Context: an optimization exercise on an open-source flow, tuned for small area, a short achievable clock period and few clock cycles per item. The choices shown serve that exercise and are no tape-out recipe.
Only simulation tests tie the RTL to the original design; equivalence was not proved.
Power and IR drop assume default switching activity.

==> flow/design.v <==
package hbcz_pkg;
  localparam int IMAGE_WIDTH = 320;
  localparam int COL_W       = 10;
  localparam int ROW_W       = 9;
  localparam int IDX_W       = 9;
  localparam int CNT_W       = 10;
  localparam int HSL_W       = 8;
  localparam int BAND_W      = 9;
  localparam int CFG_IDX_W   = 3;
  localparam int CFG_DATA_W  = 9;
  localparam logic [HSL_W-1:0]  RST_HUE_LOW  = 8'd220;
  localparam logic [HSL_W-1:0]  RST_HUE_HIGH = 8'd255;
  localparam logic [HSL_W-1:0]  RST_SAT_LOW  = 8'd75;
  localparam logic [HSL_W-1:0]  RST_LUM_LOW  = 8'd85;
  localparam logic [BAND_W-1:0] RST_TOP      = 9'd160;
  localparam logic [BAND_W-1:0] RST_BOT      = 9'd80;
endpackage
module hbcz_ram #(
  parameter int WIDTH   = 10,
  parameter int DEPTH   = 320,
  parameter int NTAP    = 10,
  parameter int SPACING = 32
) (
  input  logic             clk_i,
  input  logic [NTAP-1:0]  rsel_i,    
  output logic [WIDTH-1:0] rdata_o,
  input  logic [NTAP-1:0]  wsel_i,    
  input  logic [WIDTH-1:0] wdata_i
);
  logic [DEPTH*WIDTH-1:0] ring_q, ring_d;
  always_comb begin
    ring_d = {ring_q[WIDTH-1:0], ring_q[DEPTH*WIDTH-1:WIDTH]};
    for (int k = 0; k < NTAP; k++) begin
      if (wsel_i[k]) ring_d[((k * SPACING + DEPTH - 1) % DEPTH) * WIDTH +: WIDTH] = wdata_i;
    end
  end
  always_ff @(posedge clk_i) begin
    ring_q <= ring_d;
  end
  always_comb begin
    rdata_o = '0;
    for (int k = 0; k < NTAP; k++) begin
      rdata_o = rdata_o | (ring_q[(k * SPACING + 1) * WIDTH +: WIDTH] & {WIDTH{rsel_i[k]}});
    end
  end
endmodule
import hbcz_pkg::*;
module hsl_band_column_zone_detector_top (
  input  logic                  clk_i,
  input  logic                  rst_ni,
  input  logic                  s_axis_tvalid,
  output logic                  s_axis_tready,
  input  logic [47:0]           s_axis_tdata,   
  input  logic                  s_axis_tlast,   
  output logic                  m_axis_tvalid,
  input  logic                  m_axis_tready,
  output logic [7:0]            m_axis_tdata,   
  output logic                  m_axis_tuser,   
  input  logic                  cfg_we_i,
  input  logic [CFG_IDX_W-1:0]  cfg_addr_i,
  input  logic [CFG_DATA_W-1:0] cfg_wdata_i
);
  logic [HSL_W-1:0]  hue_low_q, hue_high_q, sat_low_q, lum_low_q;
  logic [BAND_W-1:0] top_left_q, top_right_q, bot_left_q, bot_right_q;
  logic                  cfg_we_q;
  logic [CFG_IDX_W-1:0]  cfg_addr_q;
  logic [CFG_DATA_W-1:0] cfg_wdata_q;
  always_ff @(posedge clk_i or negedge rst_ni) begin
    if (!rst_ni) begin
      cfg_we_q <= 1'b0;
    end else begin
      cfg_we_q <= cfg_we_i;
    end
  end
  always_ff @(posedge clk_i) begin
    cfg_addr_q  <= cfg_addr_i;
    cfg_wdata_q <= cfg_wdata_i;
  end
  always_ff @(posedge clk_i or negedge rst_ni) begin
    if (!rst_ni) begin
      hue_low_q   <= RST_HUE_LOW;
      hue_high_q  <= RST_HUE_HIGH;
      sat_low_q   <= RST_SAT_LOW;
      lum_low_q   <= RST_LUM_LOW;
      top_left_q  <= RST_TOP;
      top_right_q <= RST_TOP;
      bot_left_q  <= RST_BOT;
      bot_right_q <= RST_BOT;
    end else if (cfg_we_q) begin
      case (cfg_addr_q)
        3'd0: hue_low_q   <= cfg_wdata_q[HSL_W-1:0];
        3'd1: hue_high_q  <= cfg_wdata_q[HSL_W-1:0];
        3'd2: sat_low_q   <= cfg_wdata_q[HSL_W-1:0];
        3'd3: lum_low_q   <= cfg_wdata_q[HSL_W-1:0];
        3'd4: top_left_q  <= cfg_wdata_q[BAND_W-1:0];
        3'd5: top_right_q <= cfg_wdata_q[BAND_W-1:0];
        3'd6: bot_left_q  <= cfg_wdata_q[BAND_W-1:0];
        3'd7: bot_right_q <= cfg_wdata_q[BAND_W-1:0];
        default: ;
      endcase
    end
  end
  logic [BAND_W-1:0] d_top_q, d_bot_q;
  logic [BAND_W+1:0] d3_top_q, d3_bot_q;
  logic [11:0]       tl5_q, bl5_q;
  logic [13:0]       k_top_q, k_bot_q;    
  always_ff @(posedge clk_i) begin
    d_top_q <= (top_left_q >= top_right_q) ? top_left_q - top_right_q
                                           : top_right_q - top_left_q;
    d_bot_q <= (bot_left_q >= bot_right_q) ? bot_left_q - bot_right_q
                                           : bot_right_q - bot_left_q;
    d3_top_q <= {1'b0, d_top_q, 1'b0} + 11'(d_top_q);
    d3_bot_q <= {1'b0, d_bot_q, 1'b0} + 11'(d_bot_q);
    tl5_q   <= {1'b0, top_left_q, 2'b0} + 12'(top_left_q);
    bl5_q   <= {1'b0, bot_left_q, 2'b0} + 12'(bot_left_q);
    k_top_q <= 14'd0 - 14'(tl5_q);
    k_bot_q <= 14'd5 - 14'(bl5_q);
  end
  function automatic logic [39:0] csa20(input logic [19:0] a, input logic [19:0] b,
                                        input logic [19:0] c);
    csa20 = {a ^ b ^ c, ((a & b) | (a & c) | (b & c)) << 1};
  endfunction
  function automatic logic [35:0] mul_cs(input logic [8:0] d, input logic [10:0] d3,
                                         input logic [8:0] c);
    logic [17:0] r0, r1, r2, r3, s1, c1;
    logic [10:0] m0, m1, m2, m3;
    m0 = c[1:0] == 2'd0 ? '0 : c[1:0] == 2'd1 ? 11'(d) : c[1:0] == 2'd2 ? {1'b0, d, 1'b0} : d3;
    m1 = c[3:2] == 2'd0 ? '0 : c[3:2] == 2'd1 ? 11'(d) : c[3:2] == 2'd2 ? {1'b0, d, 1'b0} : d3;
    m2 = c[5:4] == 2'd0 ? '0 : c[5:4] == 2'd1 ? 11'(d) : c[5:4] == 2'd2 ? {1'b0, d, 1'b0} : d3;
    m3 = c[8]          ? {d, 2'b0} :
         c[7:6] == 2'd0 ? '0 : c[7:6] == 2'd1 ? 11'(d) : c[7:6] == 2'd2 ? {1'b0, d, 1'b0} : d3;
    r0 = 18'(m0);
    r1 = 18'(m1) << 2;
    r2 = 18'(m2) << 4;
    r3 = 18'(m3) << 6;
    s1 = r0 ^ r1 ^ r2;
    c1 = ((r0 & r1) | (r0 & r2) | (r1 & r2)) << 1;
    mul_cs = {s1 ^ c1 ^ r3, ((s1 & c1) | (s1 & r3) | (c1 & r3)) << 1};
  endfunction
  logic             i0_vld_q;
  logic [COL_W-1:0] i0_col_q;
  logic [ROW_W-1:0] i0_row_q;
  logic [HSL_W-1:0] i0_hue_q, i0_sat_q, i0_lum_q;
  logic             i0_fend_q;
  logic             i0_match, i0_inr;
  assign i0_match = (i0_hue_q >= hue_low_q) && (i0_hue_q <= hue_high_q) &&
                    (i0_sat_q >= sat_low_q) && (i0_lum_q >= lum_low_q);
  assign i0_inr   = (i0_col_q < COL_W'(IMAGE_WIDTH));
  logic             ready_q;
  logic             in_fire;
  logic             out_pop;
  logic [1:0]       owed_q, owed_d;
  logic             q0_vld_q, q1_vld_q;
  logic [IDX_W-1:0] q0_col_q, q1_col_q;
  logic [ROW_W-1:0] q0_row_q, q1_row_q;
  logic             q0_match_q, q1_match_q, q0_inr_q, q1_inr_q, q0_fend_q, q1_fend_q;
  logic [3:0]       due_hi_q, due_hi_d;
  logic [4:0]       due_lo_q, due_lo_d;
  logic             aligned_q;
  logic             q_go;
  logic [1:0]       q_cnt, q_cnt_d;
  logic [4:0]       q_tap_diff;
  logic [3:0]       q_tap;
  assign in_fire       = s_axis_tvalid && ready_q;
  assign s_axis_tready = ready_q;
  assign q_go = q0_vld_q && (!q0_inr_q || !aligned_q || (q0_col_q[4:0] == due_lo_q));
  assign q_tap_diff = {1'b0, q0_col_q[8:5]} - {1'b0, due_hi_q};
  assign q_tap      = !aligned_q ? 4'd0 :
                      q_tap_diff[4] ? q_tap_diff[3:0] + 4'd10 : q_tap_diff[3:0];
  always_comb begin
    due_lo_d = due_lo_q + 5'd1;
    due_hi_d = (due_lo_q != 5'd31) ? due_hi_q :
               (due_hi_q == 4'd9) ? 4'd0 : due_hi_q + 4'd1;
    if (!aligned_q && q0_vld_q && q0_inr_q) begin
      due_lo_d = q0_col_q[4:0] + 5'd1;
      due_hi_d = (q0_col_q[4:0] != 5'd31) ? q0_col_q[8:5] :
                 (q0_col_q[8:5] == 4'd9) ? 4'd0 : q0_col_q[8:5] + 4'd1;
    end
  end
  always_comb begin
    owed_d = owed_q;
    if (in_fire && s_axis_tlast && !out_pop) owed_d = owed_q + 2'd1;
    if (!(in_fire && s_axis_tlast) && out_pop) owed_d = owed_q - 2'd1;
  end
  logic i0_mv, i0_load;
  assign i0_mv   = i0_vld_q && (!q1_vld_q || q_go);
  assign i0_load = !i0_vld_q || i0_mv;
  assign q_cnt   = {q1_vld_q, q0_vld_q && !q1_vld_q};
  assign q_cnt_d = q_cnt + 2'(i0_mv) - 2'(q_go);
  always_ff @(posedge clk_i) begin
    due_hi_q <= due_hi_d;
    due_lo_q <= due_lo_d;
  end
  always_ff @(posedge clk_i or negedge rst_ni) begin
    if (!rst_ni) begin
      owed_q    <= 2'd0;
      ready_q   <= 1'b0;
      aligned_q <= 1'b0;
      i0_vld_q  <= 1'b0;
      q0_vld_q  <= 1'b0;
      q1_vld_q  <= 1'b0;
    end else begin
      owed_q  <= owed_d;
      ready_q <= !owed_d[1] && (2'(q_cnt_d) + 2'(i0_load ? in_fire : i0_vld_q) <= 2'd2) &&
                 !cfg_we_i;
      if (q0_vld_q && q0_inr_q) aligned_q <= 1'b1;
      if (i0_load) i0_vld_q <= in_fire;
      if (q_go || !q0_vld_q) begin
        q0_vld_q <= q1_vld_q || i0_mv;
        q1_vld_q <= q1_vld_q && i0_mv;
      end else if (i0_mv) begin
        q1_vld_q <= 1'b1;
      end
    end
  end
  always_ff @(posedge clk_i) begin
    if (i0_load) begin
      i0_col_q  <= s_axis_tdata[9:0];
      i0_row_q  <= s_axis_tdata[18:10];
      i0_hue_q  <= s_axis_tdata[26:19];
      i0_sat_q  <= s_axis_tdata[34:27];
      i0_lum_q  <= s_axis_tdata[42:35];
      i0_fend_q <= s_axis_tlast;
    end
  end
  always_ff @(posedge clk_i) begin
    if (q_go || !q0_vld_q) begin
      if (q1_vld_q) begin
        q0_col_q   <= q1_col_q;
        q0_row_q   <= q1_row_q;
        q0_match_q <= q1_match_q;
        q0_inr_q   <= q1_inr_q;
        q0_fend_q  <= q1_fend_q;
      end else begin
        q0_col_q   <= i0_col_q[IDX_W-1:0];
        q0_row_q   <= i0_row_q;
        q0_match_q <= i0_match;
        q0_inr_q   <= i0_inr;
        q0_fend_q  <= i0_fend_q;
      end
    end
    if (!q1_vld_q || q_go) begin
      q1_col_q   <= i0_col_q[IDX_W-1:0];
      q1_row_q   <= i0_row_q;
      q1_match_q <= i0_match;
      q1_inr_q   <= i0_inr;
      q1_fend_q  <= i0_fend_q;
    end
  end
  logic             s1_vld_q;
  logic [IDX_W-1:0] s1_col_q;
  logic [3:0]       s1_tap_q;
  logic             s1_rz_q, s1_match_q, s1_inr_q, s1_fend_q;
  logic [17:0]      s1_st_q, s1_ct_q, s1_sb_q, s1_cb_q;
  logic [13:0]      s1_et_q, s1_eb_q;
  logic [39:0]      s1_et_cs, s1_eb_cs;
  assign s1_et_cs = csa20(20'(q0_row_q) << 2, 20'(q0_row_q), {{6{k_top_q[13]}}, k_top_q});
  assign s1_eb_cs = csa20(20'(q0_row_q) << 2, 20'(q0_row_q), {{6{k_bot_q[13]}}, k_bot_q});
  always_ff @(posedge clk_i) begin
    s1_col_q           <= q0_col_q;
    s1_tap_q           <= q_tap;
    s1_rz_q            <= (q0_row_q == '0);
    s1_match_q         <= q0_match_q;
    s1_inr_q           <= q0_inr_q;
    s1_fend_q          <= q0_fend_q;
    {s1_st_q, s1_ct_q} <= mul_cs(d_top_q, d3_top_q, q0_col_q);
    {s1_sb_q, s1_cb_q} <= mul_cs(d_bot_q, d3_bot_q, q0_col_q);
    s1_et_q            <= 14'(s1_et_cs[39:20] + s1_et_cs[19:0]);
    s1_eb_q            <= 14'(s1_eb_cs[39:20] + s1_eb_cs[19:0]);
  end
  logic               s2_vld_q;
  logic [IDX_W-1:0]   s2_col_q;
  logic [3:0]         s2_tap_q;
  logic               s2_rz_q, s2_match_q, s2_inr_q, s2_fend_q;
  logic signed [13:0] s2_f_q, s2_g_q;
  logic [39:0]        s1_ft_cs, s1_gt_cs;
  logic [19:0]        s1_ft, s1_gt;
  assign s1_ft_cs = csa20(20'(s1_st_q), 20'(s1_ct_q), {s1_et_q, 6'd0});
  assign s1_gt_cs = csa20(20'(s1_sb_q), 20'(s1_cb_q), {s1_eb_q, 6'd0});
  assign s1_ft    = s1_ft_cs[39:20] + s1_ft_cs[19:0];
  assign s1_gt    = s1_gt_cs[39:20] + s1_gt_cs[19:0];
  always_ff @(posedge clk_i) begin
    s2_col_q   <= s1_col_q;
    s2_tap_q   <= s1_tap_q;
    s2_rz_q    <= s1_rz_q;
    s2_match_q <= s1_match_q;
    s2_inr_q   <= s1_inr_q;
    s2_fend_q  <= s1_fend_q;
    s2_f_q     <= $signed(s1_ft[19:6]);
    s2_g_q     <= $signed(s1_gt[19:6]);
  end
  logic               a_vld_q;
  logic               a_wen_q, a_first_q, a_last_q, a_match_q, a_fend_q, a_fflag_q;
  logic signed [14:0] a_gm_q;
  logic [4:0]         a_seg_q;
  logic [9:0]         a_tap_q;
  always_ff @(posedge clk_i) begin
    a_wen_q    <= s2_vld_q && s2_inr_q && (s2_f_q < 0) && (s2_g_q >= 14'sd5);
    a_first_q  <= (s2_g_q >= 14'sd5) && (s2_rz_q || (s2_g_q < 14'sd10));
    a_last_q   <= (s2_f_q >= -14'sd5);
    a_gm_q     <= 15'(s2_g_q) - (s2_match_q ? 15'sd10 : 15'sd0);
    a_fflag_q  <= s2_match_q && (s2_g_q < 14'sd10);
    a_match_q  <= s2_match_q;
    a_fend_q   <= s2_fend_q;
    a_seg_q[0] <= (s2_col_q <= 9'd150);
    a_seg_q[1] <= (s2_col_q >= 9'd151) && (s2_col_q <= 9'd200);
    a_seg_q[2] <= (s2_col_q >= 9'd201) && (s2_col_q <= 9'd300);
    a_seg_q[3] <= (s2_col_q >= 9'd301) && (s2_col_q <= 9'd310);
    a_seg_q[4] <= (s2_col_q >= 9'd311);
    for (int k = 0; k < 10; k++) a_tap_q[k] <= (s2_tap_q == 4'(k));
  end
  logic [CNT_W-1:0] ram_rdata;
  logic [9:0]       u_wsel_q;
  logic [CNT_W-1:0] u_cnt;
  hbcz_ram #(
    .WIDTH   (CNT_W),
    .DEPTH   (IMAGE_WIDTH),
    .NTAP    (10),
    .SPACING (32)
  ) u_count_ram (
    .clk_i   (clk_i),
    .rsel_i  (a_tap_q),
    .rdata_o (ram_rdata),
    .wsel_i  (u_wsel_q),
    .wdata_i (u_cnt)
  );
  logic               u_vld_q;
  logic               u_wen_q, u_first_q, u_last_q, u_match_q, u_fend_q, u_fflag_q;
  logic signed [14:0] u_gm_q;
  logic [39:0]        u_cs;
  logic [19:0]        u_diff;
  logic [4:0]         u_seg_q;
  logic [CNT_W-1:0]   u_old_q;
  logic               u_flag;
  always_ff @(posedge clk_i) begin
    u_wen_q   <= a_wen_q;
    u_first_q <= a_first_q;
    u_last_q  <= a_last_q;
    u_match_q <= a_match_q;
    u_fend_q  <= a_fend_q;
    u_gm_q    <= a_gm_q;
    u_fflag_q <= a_fflag_q;
    u_seg_q   <= a_seg_q;
    u_old_q   <= ram_rdata;
    u_wsel_q  <= a_tap_q & {10{a_vld_q && a_wen_q}};
  end
  assign u_cnt  = u_first_q ? CNT_W'(u_match_q) : u_old_q + CNT_W'(u_match_q);
  assign u_cs   = csa20(20'(u_old_q) << 3, 20'(u_old_q) << 1, ~{{5{u_gm_q[14]}}, u_gm_q});
  assign u_diff = u_cs[39:20] + u_cs[19:0];
  assign u_flag = u_wen_q && u_last_q &&
                  (u_first_q ? u_fflag_q
                             : (!u_diff[19] && !(u_match_q && (u_old_q == '1))));
  logic [4:0] d_hit_q;
  logic       d_vld_q, d_fend_q;
  always_ff @(posedge clk_i) begin
    d_fend_q <= u_fend_q;
    for (int s = 0; s < 5; s++) d_hit_q[s] <= u_flag && u_seg_q[s];
  end
  always_ff @(posedge clk_i or negedge rst_ni) begin
    if (!rst_ni) begin
      s1_vld_q <= 1'b0;
      s2_vld_q <= 1'b0;
      a_vld_q  <= 1'b0;
      u_vld_q  <= 1'b0;
      d_vld_q  <= 1'b0;
    end else begin
      s1_vld_q <= q_go;
      s2_vld_q <= s1_vld_q;
      a_vld_q  <= s2_vld_q;
      u_vld_q  <= a_vld_q;
      d_vld_q  <= u_vld_q;
    end
  end
  logic [6:0] hits0_q;
  logic [4:0] hits1_q;
  logic [5:0] hits2_q;
  logic [2:0] hits3_q, hits4_q;
  logic [4:0] full, near, found;
  logic       frame_done;
  assign full[0] = (hits0_q == 7'd76);
  assign full[1] = (hits1_q == 5'd25);
  assign full[2] = (hits2_q == 6'd50);
  assign full[3] = (hits3_q == 3'd5);
  assign full[4] = (hits4_q == 3'd5);
  assign near[0] = (hits0_q == 7'd75);
  assign near[1] = (hits1_q == 5'd24);
  assign near[2] = (hits2_q == 6'd49);
  assign near[3] = (hits3_q == 3'd4);
  assign near[4] = (hits4_q == 3'd4);
  assign found   = full | (near & d_hit_q);
  assign frame_done = d_vld_q && d_fend_q;
  always_ff @(posedge clk_i or negedge rst_ni) begin
    if (!rst_ni) begin
      hits0_q <= '0;
      hits1_q <= '0;
      hits2_q <= '0;
      hits3_q <= '0;
      hits4_q <= '0;
    end else if (frame_done) begin
      hits0_q <= '0;
      hits1_q <= '0;
      hits2_q <= '0;
      hits3_q <= '0;
      hits4_q <= '0;
    end else begin
      if (d_vld_q && d_hit_q[0] && !full[0]) hits0_q <= hits0_q + 7'd1;
      if (d_vld_q && d_hit_q[1] && !full[1]) hits1_q <= hits1_q + 5'd1;
      if (d_vld_q && d_hit_q[2] && !full[2]) hits2_q <= hits2_q + 6'd1;
      if (d_vld_q && d_hit_q[3] && !full[3]) hits3_q <= hits3_q + 3'd1;
      if (d_vld_q && d_hit_q[4] && !full[4]) hits4_q <= hits4_q + 3'd1;
    end
  end
  logic       res_found;
  logic [2:0] res_zone;
  always_comb begin
    res_found = |found;
    res_zone  = found[0] ? 3'd0 :
                found[1] ? 3'd1 :
                found[2] ? 3'd2 :
                found[3] ? 3'd3 :
                found[4] ? 3'd4 : 3'd0;
  end
  logic       hd_vld_q, hd_found_q;
  logic [2:0] hd_zone_q;
  logic       tl_vld_q, tl_found_q;
  logic [2:0] tl_zone_q;
  assign out_pop = hd_vld_q && m_axis_tready;
  always_ff @(posedge clk_i or negedge rst_ni) begin
    if (!rst_ni) begin
      hd_vld_q <= 1'b0;
      tl_vld_q <= 1'b0;
    end else begin
      if (!hd_vld_q || out_pop) begin
        hd_vld_q <= tl_vld_q || frame_done;
        tl_vld_q <= tl_vld_q && frame_done;
      end else if (frame_done) begin
        tl_vld_q <= 1'b1;
      end
    end
  end
  always_ff @(posedge clk_i) begin
    if (!hd_vld_q || out_pop) begin
      if (tl_vld_q) begin
        hd_found_q <= tl_found_q;
        hd_zone_q  <= tl_zone_q;
      end else if (frame_done) begin
        hd_found_q <= res_found;
        hd_zone_q  <= res_zone;
      end
    end
    if (frame_done) begin
      tl_found_q <= res_found;
      tl_zone_q  <= res_zone;
    end
  end
  assign m_axis_tvalid = hd_vld_q;
  assign m_axis_tdata  = {5'd0, hd_zone_q};
  assign m_axis_tuser  = hd_found_q;
endmodule
==> flow/run.sh <==
#!/bin/bash
# synth_recipe.tcl (not shown) runs the flow's synth.tcl, then flattens the netlist and writes it again
# the make line also repeats each setting of config.mk as NAME=value (left out here)
make -C /OpenROAD-flow-scripts/flow DESIGN_CONFIG=/design/flow/config.mk WORK_HOME=/design/flow/orfs CLKGATE_MAP_FILE= SYNTH_SCRIPT=/design/flow/synth_recipe.tcl finish
==> flow/config.mk <==
export PLATFORM = sky130hd
export DESIGN_NAME = hsl_band_column_zone_detector_top
export DESIGN_NICKNAME = hsl_band_column_zone_detector_top
export VERILOG_FILES = /design/flow/design.v
export SDC_FILE = /design/flow/constraint.sdc
export NUM_CORES = 4
export LEC_CHECK = 0
export CAP_MARGIN = 20
export CORE_MARGIN = 2
export CORE_UTILIZATION = 60
export SETUP_SLACK_MARGIN = 4.7
export SLEW_MARGIN = 20
==> flow/constraint.sdc <==
create_clock -name core_clock -period 7.5 [get_ports {clk_i}]
set_input_delay 1.5000 -clock core_clock [delete_from_list [all_inputs] [get_ports {clk_i}]]
set_output_delay 1.5000 -clock core_clock [all_outputs]
set_load 0.01 [all_outputs]
==> run summary, run 1 <==
Drt:
- Dividing the detail-routed via count by the number of cells gives 4.68.
- The length of the first detailed-routing pass in iterations is 5.
- Wires add up to 139000 um.
- The number of nets with antenna violations after detailed routing is 0.
- The detailed router's first-iteration violation count is ~1800.
- The final route contains 39300 vias.
- In the routed design, unresolved DRC markers number 0.
- In the final routed layout, each cell accounts on average for 16.6 um.

Critical path:
- The worst setup path is captured at an output pin.
- The path type of the worst setup path is reg2out.
- In this run the number of cells on the critical path is 1.
- The worst setup path startpoint is ready_q.
- The count of buffering cells on the critical path with inverters included is 1.
- In this run the register-to-register setup slack is 4650 ps.
- The slowest stage of the critical path belongs to the cell dfrtp_1.
- The required time at the worst-slack endpoint is ~6000 ps.
- The worst register-to-register path begins at q0_col_q[3].
- Along the worst path, the maximum fanout reaches 2.
- STA classifies the critical path startpoint as a flip-flop.
- The arrival time of the worst setup path is 1430 ps.
- The peak per-stage delay on the critical path is 410 ps.
- Counting cells, the worst reg-to-reg path comes to 13.
- Traced cell by cell, the critical path runs through buf_6.
- The family with the most delay on the worst path is flip-flops.
- The end of the critical path is s_axis_tready.
- The endpoint identified for the worst register-to-register timing path is ready_q.

Placed design:
- Routability-driven placement finished with a final weighted congestion of 0.801.
- The number of buffers added on ports is 66.
- After detailed placement, the total cell area comes to about 95000 sq um.
- The post-detailed-placement half-perimeter wirelength is around 87000 um.

Worst hold path:
- In this run the worst hold path is classified as reg2reg.
- Counting instances, the worst hold path has a depth of 0.

Finish:
- The post-route netlist has ~14% of its cells at a drive strength greater than 1.
- The post-route standard cell area excluding fillers is 107000 sq um.
- The number of nets in the layout is around 6500.
- Relative to the synthesized area, the layout overhead comes to 16.7%.
- The most common library cell in the layout ignoring fill and taps is dfxtp_1.
- The filler cells instantiated in the layout total 10200.
- The top cell types in the final layout, fill and taps aside, are dfxtp_1 (3531), clkbuf_16 (359), ha_1 (211).

Die:
- The initial utilization of the core area, before any placement, comes to 60.3%.
- The chip height is 394 um.
- The area of the die is 156000 sq um.
- The die is 394 um wide.
- In this run the core area contains 143 standard-cell rows.
- The standard cell core area is roughly 150000 sq um.
- Pin placement for this block handled 77 I/O pins.

Timing:
- The max-slew violation count is 0.
- Timing would allow up to between 300 and 400 MHz.
- Setup repair after global routing could not meet its margin everywhere.
- The final critical path time including I/O delays and setup is between 2000 and 3000 ps.
- The aggregate negative setup slack is 0 ps.
- Between clock sinks in the finished design, the worst skew comes to between 100 and 150 ps.
- The post-route fraction of the period consumed by the critical path is 39.0%.
- The tightest slew margin relative to the limit is 21.4%.
- The number of hold violations in the final report is 0.
- Setup violations remaining at the end of the flow were counted as 0.
- The pin slew with the least headroom to its limit is approximately 1200 ps.

Global route:
- The global-route congestion overflow total is 0.
- Entering global routing, the biggest net connects 58 pins.
- The number of antenna violations at the first check in global routing is 13.
- The first-pass GRT wire length is 216000 um.
- For this run, the total global-route usage over all layers was measured as 18.0%.
- The via count of the first global-routing pass is slightly below 40000.

Clocking:
- The longest clock path from root to sink contains 4 buffers.
- The clock transition time at the flip-flop clock pins of the worst setup and hold paths is 60 ps.
- The H-tree was split into 5 levels.
- At the later pin of the worst-skew pair, clock insertion delay measures between 900 and 1000 ps.
- The number of buffers inserted during clock tree synthesis is 345.
- The number of buffers inserted for hold repair after clock tree synthesis is 0.
- The total number of clock tree sinks is 3738.
- TritonCTS built the clock tree.
- CTS placed an instance of clkbuf_16 at the clock tree root.

Synthesis:
- During synthesis, Yosys emitted a total of 2 warnings.
- The synthesized design contains 98 enable-type register cells.
- A synthesized cell averages between 15 and 20 sq um.
- In this run, synthesis produced a sequential element count of 3738.
- In the synthesized netlist, the number of instances is between 5000 and 6000.
- The share of synthesized flip-flops with an asynchronous set or reset is 2.86%.
- After synthesis, the netlist uses 80 different library cells.
- The sequential-to-total area share from yosys stat is 83.5%.
- The summed instance area of the synthesized netlist is a little over 90000 sq um.
- The most frequently used flop master after synthesis is dfxtp_1.

Power and ir drop:
- The switching power is 0.0106 W.
- In this run switching power makes up between 20% and 30% of total power.
- IR analysis of the VDD net gives a maximum drop of 0.268 mV.
- After layout, the design draws a total of about 0.045 W.
- The share of total power dissipated in combinational logic is roughly an eighth.
- In this run the power density over the cells is 418 nW/um^2.
- The clock network power share is 38.3%.
- The standby leakage power is 44.3 nW.
- The cell internal power dissipation is 0.0340 W.
- The sequential share of power is 48.6%.

Job:
- Across the run, the number of max-cap violations was 0.

Run status:
- The run finished with no timing, DRC or antenna violations.
timing repair:
item	in CTS	in global routing
cloned	4	1
pin swaps	24	20
setup endpoints to repair	41	36
endpoints found under the hold margin	0	0
buffers inserted	30	11
resized for setup	51	31
sequential cells by signal, indices dropped and copies added (netlist names), 12 cells and up:
signal / flops
s1_eb_q: 14
u_gm_q: 14
k_bot_q: 13
s1_st_q: 13
bl5_q: 12
s1_et_q: 14
s2_g_q: 14
s1_ct_q: 12
k_top_q: 13
tl5_q: 12
u_count_ram.ring_q: 3200
s1_sb_q: 13
s2_f_q: 14
s1_cb_q: 12
a_gm_q: 14
synth_stat cells, types with 6 or more instances:
cell type | number | share of area (%)
nand2b_1 | 21 | 0.14
inv_1 | 181 | 0.74
a22oi_1 | 56 | 0.46
fa_1 | 86 | 1.9
nand4_1 | 25 | 0.17
mux2i_1 | 28 | 0.31
or4_1 | 6 | 0.049
nand2_1 | 159 | 0.65
a221oi_1 | 17 | 0.16
ha_1 | 214 | 2.9
o21ai_0 | 122 | 0.67
nor3_1 | 29 | 0.16
nor4_1 | 8 | 0.055
a21boi_0 | 7 | 0.057
nand3_1 | 31 | 0.17
mux2_2 | 192 | 2.4
a21oi_1 | 106 | 0.58
and3_1 | 31 | 0.21
dfrtp_1 | 78 | 2.1
or3_1 | 11 | 0.075
clkbuf_1 | 75 | 0.31
dfxtp_1 | 3533 | 77
buf_1 | 6 | 0.025
dfstp_2 | 29 | 0.83
xor2_1 | 49 | 0.47
a31oi_1 | 11 | 0.075
nor2b_1 | 37 | 0.25
a21o_1 | 43 | 0.35
edfxtp_1 | 98 | 3.2
and2_1 | 12 | 0.082
xnor2_1 | 97 | 0.93
a211oi_1 | 11 | 0.090
a22o_1 | 42 | 0.40
o21a_1 | 19 | 0.16
o21ai_1 | 11 | 0.060
nor2_1 | 127 | 0.52
final cells by class:
cell class	count	area [sq um]	area share (%)
Inverter	181	679	0.637
Clock buffer	499	10300	9.64
Sequential cell	3738	76400	71.6
Antenna cell	6	15.0	0.0141
Clock inverter	109	1170	1.09
Timing Repair Buffer	144	1310	1.23
Multi-Input combinational cell	1695	14300	13.4
Tap cell	2030	2540	2.38
logic make-up after synthesis:
family / share of synthesized area (%)
compound gates: 3.72
xor+xnor: 1.40
fa+ha+maj: 4.81
buf+inv: 1.16
flops: 83.5
mux: 2.69
other cells: 0.00410
simple gates: 2.72
power by group through the flow:
stage,logic (W),clock network [W],registers [W]
floorplan,0.00441,0,0.0218
global placement,0.00538,0,0.0221
detailed placement,0.00544,0,0.0221
CTS,0.00567,0.0175,0.0217
global route,0.00657,0.0184,0.0218
finish,0.00581,0.0171,0.0217
worst min-delay path by stage:
stage / start / endpoint / slack [ps]
after CTS: u_count_ram.ring_q[2653] / u_count_ram.ring_q[2643] / 260
after global placement: u_count_ram.ring_q[933] / u_count_ram.ring_q[923] / 310
after detailed placement: u_count_ram.ring_q[1276] / u_count_ram.ring_q[1266] / 310
after floorplan: s2_fend_q / a_fend_q / 310
after global routing: u_count_ram.ring_q[2653] / u_count_ram.ring_q[2643] / 260
final: u_count_ram.ring_q[2653] / u_count_ram.ring_q[2643] / 260
metal layers:
| layer | vias to the layer above | global-route usage, % | part of all wire [%] | wire, um |
|---|---|---|---|---|
| met1 | 18800 | 25.0 | 48 | 66900 |
| met5 | - | 0 | 0 | 0 |
| met4 | 0 | 7.54 | 3.3 | 4600 |
| li1 | 19500 | - | - | - |
| met2 | 695 | 27.6 | 44 | 61500 |
| met3 | 291 | 4.00 | 4.4 | 6140 |
through the flow:
stage               util (%)  hold slack [ps]  setup slack [ps]  cells
floorplan                  -              310              4680   5704
global placement        62.4              310              4210   7742
detailed placement      62.4              312              4160   7742
CTS                     70.2              262              4500   8384
global route            70.3              260              4500   8396
finish                  70.3              264              4570   8402
Testbench counts, summed over its fixed seeds: cycles 491,584, pixels 491,520.
==> run 2, diff against run 1 <==
--- a/flow/design.v
+++ b/flow/design.v
@@ -145,2 +145,3 @@
   logic             i0_match, i0_inr;
+  logic [11:0]      i0_r5;
   assign i0_match = (i0_hue_q >= hue_low_q) && (i0_hue_q <= hue_high_q) &&
@@ -148,2 +149,3 @@
   assign i0_inr   = (i0_col_q < COL_W'(IMAGE_WIDTH));
+  assign i0_r5    = {1'b0, i0_row_q, 2'b0} + 12'(i0_row_q);
   logic             ready_q;
@@ -151,6 +153,6 @@
   logic             out_pop;
-  logic [1:0]       owed_q, owed_d;
+  logic [1:0]       owed_q, owed_d;    
   logic             q0_vld_q, q1_vld_q;
   logic [IDX_W-1:0] q0_col_q, q1_col_q;
-  logic [ROW_W-1:0] q0_row_q, q1_row_q;
+  logic [11:0]      q0_r5_q, q1_r5_q;    
   logic             q0_match_q, q1_match_q, q0_inr_q, q1_inr_q, q0_fend_q, q1_fend_q;
@@ -203,4 +205,4 @@
       owed_q  <= owed_d;
-      ready_q <= !owed_d[1] && (2'(q_cnt_d) + 2'(i0_load ? in_fire : i0_vld_q) <= 2'd2) &&
-                 !cfg_we_i;
+      ready_q <= (3'(owed_q) + 3'(ready_q) <= 3'd2) &&
+                 (2'(q_cnt_d) + 2'(i0_load ? ready_q : i0_vld_q) <= 2'd2) && !cfg_we_i;
       if (q0_vld_q && q0_inr_q) aligned_q <= 1'b1;
@@ -229,3 +231,3 @@
         q0_col_q   <= q1_col_q;
-        q0_row_q   <= q1_row_q;
+        q0_r5_q    <= q1_r5_q;
         q0_match_q <= q1_match_q;
@@ -235,3 +237,3 @@
         q0_col_q   <= i0_col_q[IDX_W-1:0];
-        q0_row_q   <= i0_row_q;
+        q0_r5_q    <= i0_r5;
         q0_match_q <= i0_match;
@@ -243,3 +245,3 @@
       q1_col_q   <= i0_col_q[IDX_W-1:0];
-      q1_row_q   <= i0_row_q;
+      q1_r5_q    <= i0_r5;
       q1_match_q <= i0_match;
@@ -255,5 +257,2 @@
   logic [13:0]      s1_et_q, s1_eb_q;
-  logic [39:0]      s1_et_cs, s1_eb_cs;
-  assign s1_et_cs = csa20(20'(q0_row_q) << 2, 20'(q0_row_q), {{6{k_top_q[13]}}, k_top_q});
-  assign s1_eb_cs = csa20(20'(q0_row_q) << 2, 20'(q0_row_q), {{6{k_bot_q[13]}}, k_bot_q});
   always_ff @(posedge clk_i) begin
@@ -261,3 +260,3 @@
     s1_tap_q           <= q_tap;
-    s1_rz_q            <= (q0_row_q == '0);
+    s1_rz_q            <= (q0_r5_q == '0);
     s1_match_q         <= q0_match_q;
@@ -267,4 +266,4 @@
     {s1_sb_q, s1_cb_q} <= mul_cs(d_bot_q, d3_bot_q, q0_col_q);
-    s1_et_q            <= 14'(s1_et_cs[39:20] + s1_et_cs[19:0]);
-    s1_eb_q            <= 14'(s1_eb_cs[39:20] + s1_eb_cs[19:0]);
+    s1_et_q            <= 14'(q0_r5_q) + k_top_q;
+    s1_eb_q            <= 14'(q0_r5_q) + k_bot_q;
   end
@@ -422,18 +421,32 @@
   end
-  logic       hd_vld_q, hd_found_q;
-  logic [2:0] hd_zone_q;
-  logic       tl_vld_q, tl_found_q;
-  logic [2:0] tl_zone_q;
-  assign out_pop = hd_vld_q && m_axis_tready;
+  logic [2:0] rq_vld_q, rq_vld_d;
+  logic [2:0][3:0] rq_q;    
+  logic [2:0][3:0] rq_d;
+  assign out_pop = rq_vld_q[0] && m_axis_tready;
+  always_comb begin
+    rq_vld_d = rq_vld_q;
+    rq_d     = rq_q;
+    if (out_pop) begin
+      rq_vld_d = {1'b0, rq_vld_q[2:1]};
+      rq_d[0]  = rq_q[1];
+      rq_d[1]  = rq_q[2];
+    end
+    if (frame_done) begin
+      if (!rq_vld_d[0]) begin
+        rq_vld_d[0] = 1'b1;
+        rq_d[0]     = {res_found, res_zone};
+      end else if (!rq_vld_d[1]) begin
+        rq_vld_d[1] = 1'b1;
+        rq_d[1]     = {res_found, res_zone};
+      end else begin
+        rq_vld_d[2] = 1'b1;
+        rq_d[2]     = {res_found, res_zone};
+      end
+    end
+  end
   always_ff @(posedge clk_i or negedge rst_ni) begin
     if (!rst_ni) begin
-      hd_vld_q <= 1'b0;
-      tl_vld_q <= 1'b0;
+      rq_vld_q <= '0;
     end else begin
-      if (!hd_vld_q || out_pop) begin
-        hd_vld_q <= tl_vld_q || frame_done;
-        tl_vld_q <= tl_vld_q && frame_done;
-      end else if (frame_done) begin
-        tl_vld_q <= 1'b1;
-      end
+      rq_vld_q <= rq_vld_d;
     end
@@ -441,19 +454,7 @@
   always_ff @(posedge clk_i) begin
-    if (!hd_vld_q || out_pop) begin
-      if (tl_vld_q) begin
-        hd_found_q <= tl_found_q;
-        hd_zone_q  <= tl_zone_q;
-      end else if (frame_done) begin
-        hd_found_q <= res_found;
-        hd_zone_q  <= res_zone;
-      end
-    end
-    if (frame_done) begin
-      tl_found_q <= res_found;
-      tl_zone_q  <= res_zone;
-    end
+    rq_q <= rq_d;
   end
-  assign m_axis_tvalid = hd_vld_q;
-  assign m_axis_tdata  = {5'd0, hd_zone_q};
-  assign m_axis_tuser  = hd_found_q;
+  assign m_axis_tvalid = rq_vld_q[0];
+  assign m_axis_tdata  = {5'd0, rq_q[0][2:0]};
+  assign m_axis_tuser  = rq_q[0][3];
 endmodule
--- a/flow/config.mk
+++ b/flow/config.mk
@@ -9,3 +9,5 @@
 export CORE_MARGIN = 2
-export CORE_UTILIZATION = 60
+export CORE_UTILIZATION = 70
+export CTS_CLUSTER_DIAMETER = 80
+export CTS_CLUSTER_SIZE = 28
 export SETUP_SLACK_MARGIN = 4.7
==> run 2 against run 1 <==
Net effect: worst setup slack gained 63 ps; area after synthesis up 0.64%; largest cell class unchanged; largest power group unchanged; flip-flop and latch count grew 11; clock skew shrank 66 ps; register-to-register slack improved by 110 ps; highest routed layer unchanged; critical path type unchanged; wire length grew 6.7%; core utilization increased by 6.0 points; first-iteration DRC count grew 15%.
==> run summary, run 2 <==
Drt:
- The met1 layer wirelength in the final routing is ~67000 um.
- The remaining routing DRC violations is 0.
- The routed wire length on met3 is 4810 um.
- The total wirelength of the detailed-routed design is 148000 um.
- The first detailed-routing pass took 5 iterations.
- Summing over every cut layer, the via total after detailed routing is 39100.
- The count of nets left with antenna violations once routing finished came out at 0.
- In this run, the number of DRC markers left after iteration 0 of detailed routing was 2097.
- The routed length per instance is 19.0 um.
- After detailed routing, the met2 layer carries 71600 um of wire.
- After detailed routing, the number of vias per cell comes to roughly 5.0.
- The uppermost layer routed is met4.

Finish:
- The top cell types in the final layout, fill and taps aside, are dfxtp_1 (3533), ha_1 (215), inv_1 (194).
- The library cell used most frequently in the layout, excluding fill and tap cells, is dfxtp_1.
- The share of cells above drive strength 1 is a little under a tenth.
- Cells fill ~76% of the core in the end.
- The final cell count without fillers is 7817.
- The register with the most flip-flops in the layout has 3200 of them.
- The largest register by flop count is u_count_ram.ring_q.
- The number of nets in the layout is 6382.
- The area added between synthesis and finish is 8.57%.

Clocking:
- The CTS tree is built.
- The clock transition time at the flip-flop clock pins of the worst setup and hold paths is ~100 ps.
- The total number of clock tree sinks is 3749.
- The number of H-tree branching levels is 4.
- In this run the deepest clock path goes through 3 buffers.
- The number of buffers inserted for hold repair after clock tree synthesis is 0.
- The later-pin clock latency in the skew report is 810 ps.
- The clock root buffer master is clkbuf_16.
- TritonCTS created roughly 160 clock buffers.

Timing:
- Dividing the final minimum period by the clock period gives 38.2%.
- Setup repair after global routing could not meet its margin everywhere.
- The highest attainable clock frequency is 349 MHz.
- The number of hold violations in the final report is 0.
- Across the routed clock network, the largest skew measured is 34.7 ps.
- The max-slew violation count is 0.
- Adding up every negative setup slack in the final design gives 0 ps.
- The worst path in the final design needs a cycle of 2860 ps, including I/O delays and setup.
- For the pin with the worst max-slew slack, the measured transition is 1130 ps.
- Setup violations remaining at the end of the flow were counted as 0.
- The tightest slew margin relative to the limit is 24.5%.

Power and ir drop:
- The worst vdd rail ir drop is 0.275 mV.
- The sequential share of power is 58.8%.
- The clock network power share is between 20% and 30%.
- The relative contribution of combinational cells to total power is 14.6%.
- The proportion of total power due to net switching is 25.5%.
- Dividing total power by cell area gives a power density of 370 nW/um^2.
- The cell internal power dissipation is 0.0275 W.
- The standby leakage power is 41.0 nW.
- The analysis attributes to net switching a power of 0.00944 W.

Global route:
- Entering global routing, the biggest net connects 60 pins.
- The via count of the first global-routing pass is 40400.
- The number of antenna violations at the first check in global routing is 13.
- The combined global-route utilization of all metal layers is 22.5%.
- The first-pass GRT wire length is about 230000 um.
- Global routing finished with a remaining overflow of 0.

Synthesis:
- Yosys instantiated no cell more often than dfxtp_1.
- The portion of synthesized cell area occupied by the leading cell type is between 70% and 80%.
- The cell area that synthesis handed to floorplanning was 92100 sq um.
- The most frequently used flop master after synthesis is dfxtp_1.
- The average instance in the mapped netlist occupies 15.8 sq um.
- Yosys printed 2 warnings.
- The sequential-to-total area share from yosys stat is 83.2%.
- By count the netlist is led by dfxtp_1 (3541), ha_1 (217), inv_1 (196), mux2_2 (192), nand2_1 (169).
- In this run, synthesis inferred 100 flip-flops with an integrated enable.
- The cell count after synthesis is 5819.
- The post-synthesis cell type count is 73.
- In this run, synthesis produced a sequential element count of approximately 3700.
- By area the synthesized netlist is led by dfxtp_1 (77%), edfxtp_1 (3.3%), ha_1 (2.9%), mux2_2 (2.3%), dfrtp_1 (2.1%).
- Summed over all instances, the cell type with the most area after synthesis is dfxtp_1.
- Counting flops with an async set or reset pin after synthesis yields a share of 2.88%.

Critical path:
- The peak per-stage delay on the critical path is between 400 and 500 ps.
- The count of buffering cells on the critical path with inverters included is 1.
- Walking the worst path, the cells encountered are buf_6.
- The largest fanout on the critical path is 2.
- STA classifies the critical path startpoint as a flip-flop.
- The required time at the worst-slack endpoint is 6000 ps.
- The largest individual stage delay along the critical path comes from the cell dfrtp_1.
- The path type of the worst setup path is reg2out.
- The critical path capture point type is an output pin.
- The arrival time of the worst setup path is 1360 ps.
- The family with the most delay on the worst path is flip-flops.

Placed design:
- The number of cells after detailed placement is 7582.
- The wire-length estimate of the detail-placed layout is 87200 um.
- At the end of routability-driven placement, the weighted congestion stood at 0.817.
- In this run the tool buffered the top-level ports with between 60 and 70 buffer cells.

Die:
- The standard cell core area is 131000 sq um.
- The area of the die is 134000 sq um.
- The floorplan has between 100 and 150 rows.
- In this run the count of I/O pins placed on the die edge is between 70 and 80.
- The chip height is 367 um.
- The width of the die is about 370 um.
- The initial utilization of the core area, before any placement, comes to 70.3%.

Run status:
- The run finished with no timing, DRC or antenna violations.

Worst hold path:
- The class of the tightest hold or removal check is reg2reg.

Job:
- The number of violations of the max-capacitance limit is 0.
==> run 2: timing repair <==
item,CTS,global route
buffers inserted,17,15
pin swaps,8,15
endpoints found under the setup margin,54,58
cloned,6,0
resized for setup,56,28
endpoints found under the hold margin,0,0
==> run 2: routing by layer <==
metal	track usage, %	vias up
li1	-	19300
met1	30.4	19000
met2	37.6	636
met3	3.01	240
met4	7.72	0
met5	0	-
==> run 2: final timing paths <==
check,startpoint,endpoint,slack (ps),cells after the start
worst max-delay path,ready_q,s_axis_tready,4640,1
worst min-delay path,u_count_ram.ring_q[1237],u_count_ram.ring_q[1227],310,0
worst max register to register,q0_col_q[4],ready_q,4760,13
worst min register to register,u_count_ram.ring_q[1237],u_count_ram.ring_q[1227],310,0
max in group asynchronous,rst_ni,bot_left_q[1],5480,2
min in group asynchronous,rst_ni,rq_vld_q[1],710,1
==> run 2: cell families after synthesis <==
logic type,after synthesis,share of synthesized area [%]
AOI/OAI and AO/OA,544,3.84
adders and majority gates,290,4.54
DFF,3749,83.2
and+or+nand+nor,568,3.00
muxes,225,2.71
xor gates and xnor gates,151,1.44
buffers and inverters,291,1.24
other,1,0.00407
==> run 2: layout make-up <==
class	count	area [sq um]
Clock inverter	28	452
Clock buffer	165	4030
Tap cell	1755	2200
Sequential cell	3749	76600
Inverter	196	739
Fill cell	7445	31000
Antenna cell	3	7.51
Multi-Input combinational cell	1786	14600
Timing Repair Buffer	135	1330
==> run 2: power by group through the flow <==
stage	Clock (W)	Sequential, W	Combinational, W
global placement	0	0.0222	0.00498
finish	0.00982	0.0218	0.00540
CTS	0.0100	0.0218	0.00526
detailed placement	0	0.0222	0.00510
floorplan	0	0.0218	0.00417
global route	0.0107	0.0219	0.00615
==> run 2: stage by stage <==
| stage | setup WS (ps) | total power [W] | area, sq um | hold WS [ps] |
|---|---|---|---|---|
| 6_report | 4640 | 0.0370 | 100000 | 307 |
| 5_1_grt | 4560 | 0.0387 | 99900 | 301 |
| 3_3_place_gp | 4260 | 0.0271 | 94800 | 309 |
| 2_1_floorplan | 4720 | 0.0260 | 92100 | 310 |
| 4_1_cts | 4560 | 0.0370 | 99700 | 303 |
| 3_5_place_dp | 4220 | 0.0273 | 94800 | 312 |
Testbench counts of run 2, summed over its fixed seeds: cycles 491,584, pixels 491,520.
==> run 3, diff against run 2 <==
--- a/flow/design.v
+++ b/flow/design.v
@@ -102,5 +102,11 @@
   end
+  function automatic logic [39:0] csa20(input logic [19:0] a, input logic [19:0] b,
+                                        input logic [19:0] c);
+    csa20 = {a ^ b ^ c, ((a & b) | (a & c) | (b & c)) << 1};
+  endfunction
+  logic [39:0] k_top_cs, k_bot_cs;
+  assign k_top_cs = csa20(~(20'(top_left_q) << 2), ~(20'(top_left_q)), 20'd2);
+  assign k_bot_cs = csa20(~(20'(bot_left_q) << 2), ~(20'(bot_left_q)), 20'd7);
   logic [BAND_W-1:0] d_top_q, d_bot_q;
   logic [BAND_W+1:0] d3_top_q, d3_bot_q;
-  logic [11:0]       tl5_q, bl5_q;
   logic [13:0]       k_top_q, k_bot_q;    
@@ -113,11 +119,5 @@
     d3_bot_q <= {1'b0, d_bot_q, 1'b0} + 11'(d_bot_q);
-    tl5_q   <= {1'b0, top_left_q, 2'b0} + 12'(top_left_q);
-    bl5_q   <= {1'b0, bot_left_q, 2'b0} + 12'(bot_left_q);
-    k_top_q <= 14'd0 - 14'(tl5_q);
-    k_bot_q <= 14'd5 - 14'(bl5_q);
+    k_top_q <= 14'(k_top_cs[39:20] + k_top_cs[19:0]);
+    k_bot_q <= 14'(k_bot_cs[39:20] + k_bot_cs[19:0]);
   end
-  function automatic logic [39:0] csa20(input logic [19:0] a, input logic [19:0] b,
-                                        input logic [19:0] c);
-    csa20 = {a ^ b ^ c, ((a & b) | (a & c) | (b & c)) << 1};
-  endfunction
   function automatic logic [35:0] mul_cs(input logic [8:0] d, input logic [10:0] d3,
@@ -194,2 +194,4 @@
     due_lo_q <= due_lo_d;
+    ready_q  <= (3'(owed_q) + 3'(ready_q) <= 3'd2) &&
+                (2'(q_cnt_d) + 2'(i0_load ? ready_q : i0_vld_q) <= 2'd2) && !cfg_we_i;
   end
@@ -198,3 +200,2 @@
       owed_q    <= 2'd0;
-      ready_q   <= 1'b0;
       aligned_q <= 1'b0;
@@ -205,4 +206,2 @@
       owed_q  <= owed_d;
-      ready_q <= (3'(owed_q) + 3'(ready_q) <= 3'd2) &&
-                 (2'(q_cnt_d) + 2'(i0_load ? ready_q : i0_vld_q) <= 2'd2) && !cfg_we_i;
       if (q0_vld_q && q0_inr_q) aligned_q <= 1'b1;
--- a/flow/config.mk
+++ b/flow/config.mk
@@ -10,4 +10,4 @@
 export CORE_UTILIZATION = 70
-export CTS_CLUSTER_DIAMETER = 80
-export CTS_CLUSTER_SIZE = 28
+export CTS_CLUSTER_DIAMETER = 60
+export CTS_CLUSTER_SIZE = 20
 export SETUP_SLACK_MARGIN = 4.7
==> run 3 against run 2 <==
Net effect: still clean on timing, DRC and antenna; global-route usage increased by 0.48 points; first-iteration DRC count increased by 7.2%; total power increased by 4.3%; core utilization increased by 1.5 points; flip-flop and latch count decreased by 22; critical path type unchanged.
==> run summary, run 3 <==
Run status:
- The run finished with no timing, DRC or antenna violations.

Synthesis:
- The xor and xnor fraction of the mapped netlist area is 1.30%.
- By area the synthesized netlist is led by dfxtp_1 (77%), edfxtp_1 (3.3%), ha_1 (3.2%), mux2_2 (2.4%), dfrtp_1 (2.1%).
- The most frequently used flop master after synthesis is dfxtp_1.
- The synthesized netlist devotes 4.77% of its cell area to adder and majority cells.
- In the synthesized netlist, the number of instances is 5784.
- Of the total synthesized cell area, the portion taken by AND, OR, NAND and NOR gates is under 10%.
- The portion of synthesized cell area occupied by the leading cell type is 76.9%.
- In the post-synthesis netlist, the cell with the most instances is dfxtp_1.
- The number of enable flip-flop cells after synthesis is 100.
- After synthesis, the largest family of logic cells by area is adder cells.
- The area fraction in compound gates after synthesis is about 3.8%.
- The commonest cells after synthesis are dfxtp_1 (3520), ha_1 (236), inv_1 (208), mux2_2 (192), nand2_1 (160).
- Counting distinct cell types in the post-synthesis netlist gives between 70 and 80.
- The share of synthesized flip-flops with an asynchronous set or reset is between 2 and 3%.
- In this run the cell area of the synthesized design comes to a little over 90000 sq um.
- The sequential-to-total area share from yosys stat is 83.1%.
- The cell type with the highest aggregate area in the netlist is dfxtp_1.
- The portion of netlist area occupied by mux cells is 2.74%.
- The number of synthesized register bits is 3727.
- For this run, the number of Yosys warnings is 2.
- The post-synthesis area per instance is 15.8 sq um.

Critical path:
- The largest fanout on the critical path is 2.
- The arrival time of the worst setup path is 1360 ps.
- The peak per-stage delay on the critical path is 390 ps.
- The count of buffering cells on the critical path with inverters included is 1.
- The slowest stage of the critical path belongs to the cell dfrtp_1.
- The critical path ends at m_axis_tvalid.
- The setup path with the least slack is of type reg2out.
- The worst setup path startpoint is rq_vld_q[0].
- The critical path depth in cells is 1.
- In this run the critical register-to-register path is launched from q0_col_q[4].
- The family with the most delay on the worst path is flip-flops.
- STA classifies the critical path startpoint as a flip-flop.
- Across all register-to-register paths, the minimum setup slack is around 4700 ps.
- The required time at the worst-slack endpoint is 6000 ps.
- Traced cell by cell, the critical path runs through buf_2.
- The critical path capture point type is an output pin.
- The worst register-to-register path ends at ready_q.
- The number of cells on the worst reg-to-reg path is 13.

Placed design:
- The post-detailed-placement half-perimeter wirelength is roughly 84000 um.
- The post-placement cell area is 94300 sq um.
- Before CTS, the worst setup slack after placement is approximately 4200 ps.
- The number of buffers added on ports is 66.
- The last weighted congestion value of the routability-driven placer is 0.835.

Drt:
- The length of the first detailed-routing pass in iterations is 5.
- The via total after detailed routing is a little under 40000.
- Detailed routing placed a total of 5060 um of wire on met3.
- The routed length per instance is slightly below 20 um.
- For this run, design rule violations remaining after detail routing come to 0.
- The routed length on met2 is 73200 um.
- The final layout contains routed wiring with a total length of 151000 um.
- The post-detailed-route via-to-cell ratio is around 5.0.
- In this run the top signal layer used is met4.
- The detailed router's first-iteration violation count is 2249.
- The met1 layer wirelength in the final routing is 69600 um.
- The detail route stage leaves a number of antenna-violating nets equal to 0.

Clocking:
- The maximum buffer depth of the clock tree is 3.
- Counting the buffers created by CTS gives 217.
- The H-tree was split into 4 levels.
- The clock root buffer master is clkbuf_16.
- The number of buffers inserted for hold repair after clock tree synthesis is 0.
- The later-pin clock latency in the skew report is between 800 and 900 ps.
- The clock transition time at the flip-flop clock pins of the worst setup and hold paths is around 80 ps.
- The CTS tree is built.
- CTS saw 3727 sinks.

Die:
- The initial utilization of the core area, before any placement, comes to 70.7%.
- The chip height is 366 um.
- The count of standard-cell rows is ~130.
- After floorplanning, the core was sized to cover 130000 sq um.
- Measured along the x axis, the die boundary spans 366 um.
- The number of top-level pins is 77.
- The area of the die is 134000 sq um.

Finish:
- Summing all non-filler instances in the final layout gives an area of 101000 sq um.
- Counting flops per register, the top entry is u_count_ram.ring_q.
- Once layout is complete, the utilization of the core stands at 77.8%.
- In the final layout, flip-flops and latches occupy 76200 sq um.
- The number of fillers in the final layout is 6967.
- The area added between synthesis and finish is 10.1%.
- The library cells used most frequently in the layout, excluding fill and tap cells, are dfxtp_1 (3513), ha_1 (236), clkbuf_16 (222).
- The number of nets in the layout is 6396.
- The flip-flop count of the largest register after layout is 3200.
- The post-route netlist has 9.67% of its cells at a drive strength greater than 1.
- The most common library cell in the layout ignoring fill and taps is dfxtp_1.
- The multi-input logic area is 14400 sq um.

Job:
- Across the run, the number of max-cap violations was 0.

Timing:
- For the finished layout, the period the worst path requires is about 2900 ps.
- Setup repair after global routing could not meet its margin everywhere.
- The highest attainable clock frequency is 350 MHz.
- The worst clock skew on the final layout is 45.1 ps.
- The final-report setup violation count is 0.
- The least setup slack across all paths after layout is 4640 ps.
- The pin slew with the least headroom to its limit is 1150 ps.
- The tightest slew margin relative to the limit is a little under a quarter.
- Dividing the final minimum period by the clock period gives 38.1%.
- The max-slew violation count came to 0.
- Adding up every negative setup slack in the final design gives 0 ps.
- The post-route worst hold slack is 305 ps.
- The number of hold violations in the final report is 0.

Worst hold path:
- The class of the tightest hold or removal check is reg2reg.

Global route:
- Across every metal layer, demand over resource in global routing totals between 20% and 30%.
- For this run the aggregate overflow at the end of global routing stands at 0.
- The via count of the first global-routing pass was 41300.
- The first global-routing pass estimated 236000 um of wire.
- Entering global routing, the biggest net connects 60 pins.
- The number of antenna violations at the first check in global routing is 13.

Power and ir drop:
- The proportion of total power due to net switching is 25.4%.
- In this run the power density over the cells is 382 nW/um^2.
- The standby leakage power is about 42 nW.
- The cell internal power dissipation is between 0.02 and 0.03 W.
- The clock network accounts for between 30% and 40% of the total power.
- The worst-case IR drop observed on VDD is around 0.26 mV.
- The switching power is 0.00978 W.
- The relative contribution of combinational cells to total power is around 14%.
- In this run, flip-flops and latches consume 55.8% of the power.
-- run 3: cell type report --
type | instances | area share, %
Sequential cell | 3727 | 75.5
Antenna cell | 4 | 0.00992
Inverter | 208 | 0.774
Tap cell | 1742 | 2.16
Timing Repair Buffer | 111 | 1.07
Clock buffer | 227 | 5.53
Clock inverter | 41 | 0.630
Multi-Input combinational cell | 1758 | 14.3
-- run 3: stage by stage --
step	std cells	total power [W]
floorplan	5788	0.0258
global placement	7523	0.0269
detailed placement	7523	0.0271
CTS	7805	0.0388
global route	7814	0.0403
finish	7818	0.0386
-- run 3: power groups by stage --
stage / sequential [W] / clock, W / combinational, W
2_1_floorplan: 0.0216 / 0 / 0.00417
3_3_place_gp: 0.0219 / 0 / 0.00501
3_5_place_dp: 0.0220 / 0 / 0.00512
4_1_cts: 0.0215 / 0.0120 / 0.00525
5_1_grt: 0.0216 / 0.0127 / 0.00601
6_report: 0.0215 / 0.0117 / 0.00531
-- run 3: kinds of logic (layout without fill, tap and decap cells) --
family / Yosys count / in the layout
AOI/OAI and AO/OA: 527 / 527
xor gates and xnor gates: 136 / 136
adders and majority gates: 307 / 307
buffers and inverters: 306 / 587
DFF: 3727 / 3727
muxes: 227 / 227
other: 1 / 9
and+or+nand+nor: 553 / 556
-- run 3: repair_timing --
action / 4_1_cts / 5_1_grt
buffers inserted: 9 / 9
endpoints found under the setup margin: 19 / 26
pin swaps: 3 / 5
cloned: 5 / 0
gates resized for setup: 52 / 10
-- run 3: routing by layer --
metal,global-route usage [%],vias up
met2,38.4,627
met3,3.55,246
met1,31.3,19000
met4,6.54,0
met5,0,-
li1,-,19200
-- run 3: worst min path at each step --
stage | from | endpoint | slack [ps] | cells after the start
finish | a_gm_q[12] | u_gm_q[12] | 300 | 0
global placement | u_count_ram.ring_q[461] | u_count_ram.ring_q[451] | 310 | 0
CTS | u_count_ram.ring_q[2814] | u_count_ram.ring_q[2804] | 300 | 0
floorplan | s2_fend_q | a_fend_q | 310 | 0
global route | u_count_ram.ring_q[2171] | u_count_ram.ring_q[2161] | 310 | 0
detailed placement | u_count_ram.ring_q[1769] | u_count_ram.ring_q[1759] | 310 | 0
Testbench counts of run 3, summed over its fixed seeds: cycles 491,584, pixels 491,520.
==> run 4, diff against run 3 <==
--- a/flow/config.mk
+++ b/flow/config.mk
@@ -10,4 +10,4 @@
 export CORE_UTILIZATION = 70
-export CTS_CLUSTER_DIAMETER = 60
-export CTS_CLUSTER_SIZE = 20
+export CTS_CLUSTER_DIAMETER = 70
+export CTS_CLUSTER_SIZE = 24
 export SETUP_SLACK_MARGIN = 4.7
==> run 4 against run 3 <==
Net effect: still clean; first-iteration DRC count shrank 11%; register-to-register slack is essentially flat; sequential power is essentially flat; fmax grew 0.68%; synthesized cell count is the same; worst setup slack gained 19 ps; critical path depth is the same; hold slack lost 8.8 ps; cell area shrank 1.2%; area after synthesis is the same; die area is the same; largest cell class unchanged; largest power group unchanged; highest routed layer unchanged.
==> run summary, run 4 <==
Finish:
- The final layout contains roughly 6400 nets.
- The largest register by flop count is u_count_ram.ring_q.
- The most common library cell in the layout ignoring fill and taps is dfxtp_1.
- The flip-flop count of the largest register after layout is 3200.
- The area added between synthesis and finish is 8.80%.
- The number of fillers in the final layout is about 7200.
- The library cells used most frequently in the layout, excluding fill and tap cells, are dfxtp_1 (3514), ha_1 (236), inv_1 (208).
- Cells with a size suffix above 1 make up 8.96% of the layout.

Synthesis:
- The number of different library cells used by synthesis comes to 78.
- The number of synthesized register bits is roughly 3700.
- The area share of and/or/nand/nor cells after synthesis is 2.94%.
- The post-synthesis area per instance is 15.8 sq um.
- The share of synthesized flip-flops with an asynchronous set or reset is between 2 and 3%.
- Summing the areas of all fa, ha and maj instances in the mapped netlist gives 4.77% of the synthesized area.
- Summing the areas of all compound-gate instances in the mapped netlist gives 3.81% of the synthesized area.
- In this run the biggest area consumer among cell types represents a little under 80% of the synthesized area.
- The biggest area contributor in the post-synthesis netlist is dfxtp_1.
- The count of warnings emitted by yosys is 2.
- The sequential-to-total area share from yosys stat is 83.1%.
- By count the netlist is led by dfxtp_1 (3520), ha_1 (236), inv_1 (208), mux2_2 (192), nand2_1 (160).
- After synthesis, the cell types taking the most area are dfxtp_1 (77%), edfxtp_1 (3.3%), ha_1 (3.2%), mux2_2 (2.4%), dfrtp_1 (2.1%).
- After synthesis the cells add up to 91700 sq um.
- In this run, synthesis inferred 100 flip-flops with an integrated enable.
- After synthesis, the largest family of logic cells by area is adder cells.
- The most frequently used flop master after synthesis is dfxtp_1.
- The cell with the most instances after synthesis is dfxtp_1.
- Of the post-synthesis cell area, the part taken by muxes is under 10%.
- Synthesis produced a netlist whose cell count is 5784.
- The xor and xnor fraction of the mapped netlist area is under 10%.

Die:
- Once the floorplan was initialized, standard cells occupied 70.7% of the core.
- The count of standard-cell rows is roughly 130.
- The number of top-level pins is 77.
- The chip height is 366 um.
- The die is around 370 um wide.
- The area of the die is 134000 sq um.
- The floorplan step defined a core boundary enclosing 130000 sq um.

Critical path:
- Of all nets on the critical path, the largest fanout is 2.
- The path type of the worst setup path is reg2out.
- Counting cells, the worst reg-to-reg path comes to 13.
- The family with the most delay on the worst path is flip-flops.
- Walking the worst path, the cells encountered are buf_2.
- The slowest stage of the critical path belongs to the cell dfrtp_1.
- The peak per-stage delay on the critical path is 390 ps.
- For the worst setup path, the data required time is 6000 ps.
- The count of buffering cells on the critical path with inverters included is 1.
- Across all register-to-register paths, the minimum setup slack is 4710 ps.
- Data on the critical path arrives at its endpoint at 1340 ps.
- The endpoint of the lowest-slack register-to-register path is ready_q.
- The critical path startpoint category is a flip-flop.
- In this run the critical register-to-register path is launched from q0_col_q[4].
- The critical path capture point type is an output pin.

Worst hold path:
- The startpoint of the tightest hold check path is u_count_ram.ring_q[1438].
- The class of the tightest hold or removal check is reg2reg.
- For hold timing, the worst endpoint is u_count_ram.ring_q[1428].
- The worst hold path stage count is 0.

Drt:
- For this run, design rule violations remaining after detail routing come to 0.
- Using the TritonRoute via totals, the vias-per-cell ratio works out to 4.98.
- The routed length per instance is 18.9 um.
- The detailed router's first-iteration violation count is between 2000 and 2500.
- The pre-antenna-repair detailed-routing pass consisted of 5 iterations.
- Summed over all layers, the routed wires come to 146000 um.
- Detailed routing inserted a total of 38700 vias.
- The number of nets with antenna violations after detailed routing is 0.

Timing:
- Between clock sinks in the finished design, the worst skew comes to 42.3 ps.
- The number of hold violations in the final report is 0.
- Setup violations remaining at the end of the flow were counted as 0.
- The least setup slack across all paths after layout is 4660 ps.
- The max-slew violation count is 0.
- The clock period could shrink to 2840 ps.
- The aggregate negative setup slack is 0 ps.
- The highest attainable clock frequency is 352 MHz.
- Setup repair after global routing could not meet its margin everywhere.
- For the pin with the worst max-slew slack, the measured transition is 1120 ps.
- The tightest slew margin relative to the limit is around a quarter.
- The post-route fraction of the period consumed by the critical path is 37.9%.
- The post-route worst hold slack is 296 ps.

Placed design:
- Before CTS, the worst setup slack after placement is 4240 ps.
- The congestion estimate from routability-driven global placement came to around 0.83.
- During placement, the flow inserted port buffers numbering 66.
- The post-detailed-placement half-perimeter wirelength is roughly 84000 um.

Global route:
- The total overflow left after global routing is 0.
- The via count of the first global-routing pass came to 40300.
- The number of antenna violations at the first check in global routing is 14.
- The combined global-route utilization of all metal layers is 22.2%.
- The largest net degree at the start of global routing is 60.
- The first global-routing pass estimated around 230000 um of wire.

Clocking:
- After clock tree synthesis, the clock-pin slew on the worst setup and hold paths is 90 ps.
- TritonCTS created about 180 clock buffers.
- The number of buffers inserted for hold repair after clock tree synthesis is 0.
- TritonCTS built the clock tree.
- The clock reaches the later pin of the worst-skew pair after 810 ps.
- The clock root buffer master is clkbuf_16.
- The clock net in this run drives a total of 3727 sinks.
- No sink is reached through more buffers than the 3 on the longest clock path.
- The clock tree synthesis step divided the H-tree into 4 levels.

Power and ir drop:
- IR analysis of the VDD net gives a maximum drop of between 0.2 and 0.3 mV.
- In this run the static leakage power is 41.0 nW.
- Power spread over the standard cell area amounts to 373 nW/um^2.

Job:
- Max-cap violations in this run came to 0.

Run status:
- The flow ran to the end and the layout has no timing, DRC or antenna violations.
-- run 4: cell counts after synthesis --
No cell type changed its count.
-- run 4: area by class of cell --
cell class                      instances  area [sq um]  area share [%]
Sequential cell                      3727         76200            76.4
Multi-Input combinational cell       1758         14400            14.5
Clock buffer                          189          4630            4.65
Tap cell                             1742          2180            2.19
Timing Repair Buffer                  113          1090            1.09
Inverter                              208           781           0.783
Clock inverter                         30           390           0.391
Antenna cell                            1          2.50         0.00251
-- run 4: kinds of logic after synthesis --
kind of cell,Yosys count
other cells,1
flops,3727
buf+inv,306
mux,227
xor+xnor,136
fa+ha+maj,307
compound gates,527
simple gates,553
-- run 4: where the power goes --
| part | internal, W | switching, W |
|---|---|---|
| Sequential | 0.0208 | 0.000710 |
| Combinational | 0.00249 | 0.00282 |
| Clock | 0.00450 | 0.00590 |
-- run 4: per-stage QoR --
step / area, sq um / util (%) / cells / power (W)
2_1_floorplan: 91700 / - / 5788 / 0.0258
3_3_place_gp: 94300 / 72.7 / 7523 / 0.0269
3_5_place_dp: 94300 / 72.7 / 7523 / 0.0271
4_1_cts: 99600 / 76.8 / 7757 / 0.0374
5_1_grt: 99700 / 76.9 / 7767 / 0.0389
6_report: 99700 / 76.9 / 7768 / 0.0372
-- run 4: worst max-delay path by stage --
stage                    end  depth (start not counted)     startpoint
3_3_place_gp       owed_q[1]                          6  m_axis_tready
5_1_grt              ready_q                         13    q0_col_q[4]
3_5_place_dp         ready_q                         13    q0_col_q[0]
4_1_cts        m_axis_tvalid                          1    rq_vld_q[0]
6_report       m_axis_tvalid                          1    rq_vld_q[0]
2_1_floorplan        ready_q                         13    q0_col_q[1]
-- run 4: repair_timing --
action | in CTS | in global routing
gates resized for setup | 53 | 12
buffers inserted | 10 | 10
cloned | 5 | 0
endpoints found under the setup margin | 21 | 27
pin swaps | 4 | 5
-- run 4: metal layers --
metal,part of all wire [%],wire (um),track usage [%],vias up
met5,0,0,0,-
met4,2.3,3390,5.99,0
met3,3.3,4880,3.31,245
met2,48,69900,37.1,571
met1,47,68300,30.7,18700
li1,-,-,-,19200

[afterwards: timing with drivers on the ports]
The flow's constraints put no driver on any port. The routed layouts listed below were extracted and timed again, unchanged, in two steps. Step 1 (the two cells are an assumption about what drives the block):
set clk [get_ports {clk_i}]
set_driving_cell -lib_cell sky130_fd_sc_hd__clkbuf_16 $clk
set_driving_cell -lib_cell sky130_fd_sc_hd__buf_2 [delete_from_list [all_inputs] $clk]
Step 2 also shifts input and output timing later by t, the mid clock arrival at the registers, as if the neighbouring blocks saw the same clock. Slacks: no drivers / after step 1 / after step 2; pairs: no drivers / after step 1.
run | shift t [ns] | setup slack, ns | worst register clock-pin slew, ns
run 1 | 0.955 | 4.573 / 4.494 / 4.344 | 0.07 / 0.07
run 2 | 0.873 | 4.635 / 4.558 / 4.275 | 0.12 / 0.12
run 3 | 0.904 | 4.642 / 4.558 / 4.283 | 0.11 / 0.11
run 4 | 0.869 | 4.661 / 4.585 / 4.299 | 0.10 / 0.10
After both steps every run listed still meets setup and hold. For run 4, which loses most, drivers alone change the setup slack by -0.076 ns; drivers and shift together by -0.362 ns.
